This design comes from an exercise in tuning for small area on the open sky130 flow, not from production work.
In this exercise RTL edits were held to simulation tests only and were not proved equivalent to the original.
Power figures rest on the tool's default switching activity, not on a simulated workload. The clock port is modelled as an ideal driver; clocking choices that lean on that would not hold on a real chip.

== build 86 ==
// ws2812_apb_chain
module ws2812_apb_chain #(
  parameter int NUM_LEDS     = 24,
  parameter int BIT_CYCLES   = 125,
  parameter int T0H_CYCLES   = 40,
  parameter int T1H_CYCLES   = 80,
  parameter int RESET_CYCLES = 6000
) (
  input  logic        PCLK,
  input  logic        PRESET,
  input  logic        PSEL,
  input  logic        PENABLE,
  input  logic        PWRITE,
  input  logic [31:0] PADDR,
  input  logic [31:0] PWDATA,
  output logic [31:0] PRDATA,
  output logic        PREADY,
  output logic        PSLVERR,
  output logic        LED,
  output logic        FRAME_DONE
);
  localparam int N  = NUM_LEDS;
  localparam int CW = $clog2(BIT_CYCLES);
  localparam logic [CW-1:0] CMAX = CW'(BIT_CYCLES - 1);
  localparam logic [CW-1:0] CPRE = CW'(BIT_CYCLES - 2);
  localparam logic [CW-1:0] T0H  = CW'(T0H_CYCLES);
  localparam logic [CW-1:0] T1H  = CW'(T1H_CYCLES);
  localparam int NR = N / 4;
  logic [23:0]  d_q [N];
  logic         v_q;
  logic [1:0]   rot_q;
  logic          busy_q, lat_q, pend_q;
  logic [4:0]    np_q;       
  logic [4:0]    bit_q;      
  logic [CW-1:0] cyc_q;
  logic [23:0]   s_q;        
  logic          auto_q, done_q, led_q, fd_q;
  logic [9:0]  w;
  logic        acc, wr, rd, setw;
  logic        hit_pix, hit_ctrl, hit_stat;
  logic        start, cend, cpre, bnd, pb, need, ldb, fe, evt, early, cap;
  logic [4:0]  idx, midx;
  ...
Size in the first run: about 1600 cells after synthesis, about 630 flip-flops, roughly 19000 µm² of cells after synthesis.
export LEC_CHECK = 0
export ABC_AREA = 1
export CAP_MARGIN = 0
export CORE_MARGIN = 2
export CORE_UTILIZATION = 65
export PLACE_DENSITY = 0.75
export SLEW_MARGIN = 0
create_clock -name core_clock -period 10.0 [get_ports {PCLK}]
standard.sh (not shown) runs the stock make flow with config.mk's settings and CLKGATE_MAP_FILE= SYNTH_SCRIPT=/design/flow/synth_recipe.tcl, a recipe that flattens the netlist after the stock synthesis.
==> flow/flow/run.sh <==
#!/bin/bash
# Standard ORFS layout (the standard.sh) with:
#  - an area-oriented ABC mapping script (synthesis script itself unchanged),
#  - buf_1 port buffers,
#  - clock tree: clkbuf_16 leaves over clusters of up to 32 sinks, no dummy loads.
set -euo pipefail
here=$(pwd)
rm -rf "$here/scripts_mod"
cp -r "$FLOW_HOME/scripts" "$here/scripts_mod"
cp "$here/flow/abc_area.script" "$here/scripts_mod/abc_area.script"
cp "$here/flow/abc_area.script" "$here/scripts_mod/abc_speed.script"
bash standard.sh SCRIPTS_DIR="$here/scripts_mod" \
  BUFFER_PORTS_ARGS="-buffer_cell sky130_fd_sc_hd__buf_1" \
  CTS_ARGS="-sink_clustering_enable -repair_clock_nets -dont_use_dummy_load -sink_clustering_size 36 -sink_clustering_max_diameter 70 -buf_list sky130_fd_sc_hd__clkbuf_16 -root_buf sky130_fd_sc_hd__clkbuf_8" \
  finish > "$here/make_finish.log" 2>&1
==> flow/flow/abc_area.script <==
strash
&get -n
&st
&dch -f
&nf -R 1000
&put
strash
&get -n
&st
&dch -f
&nf -R 1000
&put
strash
&get -n
&st
&dch -f
&nf -R 1000
&put
topo
Modified inputs, build 30 compared to build 86
- GPL_TIMING_DRIVEN: unset -> 0
-- flow/flow/run.sh --
<<< build 86, line 12
bash standard.sh SCRIPTS_DIR="$here/scripts_mod" \
  BUFFER_PORTS_ARGS="-buffer_cell sky130_fd_sc_hd__buf_1" \
  CTS_ARGS="-sink_clustering_enable -repair_clock_nets -dont_use_dummy_load -sink_clustering_size 36 -sink_clustering_max_diameter 70 -buf_list sky130_fd_sc_hd__clkbuf_16 -root_buf sky130_fd_sc_hd__clkbuf_8" \
  finish > "$here/make_finish.log" 2>&1
>>> build 30, line 12
bash standard.sh SCRIPTS_DIR="$here/scripts_mod" \
  REMOVE_ABC_BUFFERS=1 \
  BUFFER_PORTS_ARGS="-buffer_cell sky130_fd_sc_hd__buf_1" \
  CTS_ARGS="-sink_clustering_enable -repair_clock_nets -dont_use_dummy_load -sink_clustering_size 32 -sink_clustering_max_diameter 80 -buf_list sky130_fd_sc_hd__clkbuf_16" \
  finish > "$here/make_finish.log" 2>&1
## What came out
Build 30 vs build 86 on sequential share of layout area: build 30 is the lower one.
Diff build 86 -> build 30: worst-path maximum fanout rose by 10, routed via count divided by cell count rose by 0.63%, post-synthesis instance total stayed essentially flat, share of synthesized registers carrying an async set or reset stayed essentially flat.
Looking at data-path buffer share of cell area in the final layout across build 30 and build 86, the one that comes out higher is build 30.
End point of the critical path = PRDATA[1]: build 30; end point of the critical path = PRDATA[14]: build 86
The period utilization reported for build 30 is greater than that of build 86 by 5.8 points.
Design area went up slightly going from build 86 to build 30.
The fraction of power consumed by sequential logic reported for build 30 is greater than that of build 86 by 0.9 points.
The detailed-route wire length of build 30 is lower than that of build 86.
Inputs modified between build 30 and build 60:
- GPL_TIMING_DRIVEN removed (was 0)
-- flow/flow/run.sh --
<<< build 30, line 12
bash standard.sh SCRIPTS_DIR="$here/scripts_mod" \
  REMOVE_ABC_BUFFERS=1 \
  BUFFER_PORTS_ARGS="-buffer_cell sky130_fd_sc_hd__buf_1" \
>>> build 60, line 12
bash standard.sh SCRIPTS_DIR="$here/scripts_mod" \
  BUFFER_PORTS_ARGS="-buffer_cell sky130_fd_sc_hd__buf_1" \
Notes after the runs:
Destination of the critical timing path: PRDATA[1] -> build 30, PRDATA[14] -> build 60. Compared with build 30, build 60 shows a core utilization that is 0.95 points lower. Summary: with build 30 as the reference, via density per instance in build 60 moved down slightly. Compared with build 30, in build 60 total power consumption of the routed design went up; final period demand of the worst path dropped 560 ps; post-placement worst setup slack went up; switching power total increased 0.86%; hold slack dropped 36 ps. Looking at slowest cell on the critical path, the a221oi_1 result is from build 60; the nand2_2 one comes from build 30. Comparing build 60 and build 30, the lower number of global-route vias before repair is on build 60.

[re-timing with driven ports]
How much do the figures lean on ideal ports? The routed layouts below were timed once more, with nothing changed but the port constraints. Step 1 assumes that a clkbuf_16 drives the clock port and a buf_2 every other input. Step 2 adds t to the input delays and takes it off the output delays; t is the mean of the earliest and latest rising clock arrival at the registers after step 1. Input paths then give back, and output paths get back, about the clock's delay inside the block. a / b / c = no drivers / after step 1 / after step 2; a / b = the first two.
| run | t (ns) | setup slack, ns | clock arrival spread, ns | pins driven straight from the clock port |
|---|---|---|---|---|
| build 86 | 0.710 | 0.997 / 0.972 / 0.972 | 0.096 / 0.095 | 1 |
| build 30 | 0.601 | 0.412 / 0.390 / 0.390 | 0.035 / 0.035 | 1 |
| build 60 | 0.589 | 0.974 / 0.950 / 0.950 | 0.071 / 0.071 | 1 |
After both steps setup and hold are still met in every run listed. For build 86, which loses most, drivers alone change the setup slack by -0.025 ns; drivers and shift together by -0.025 ns.
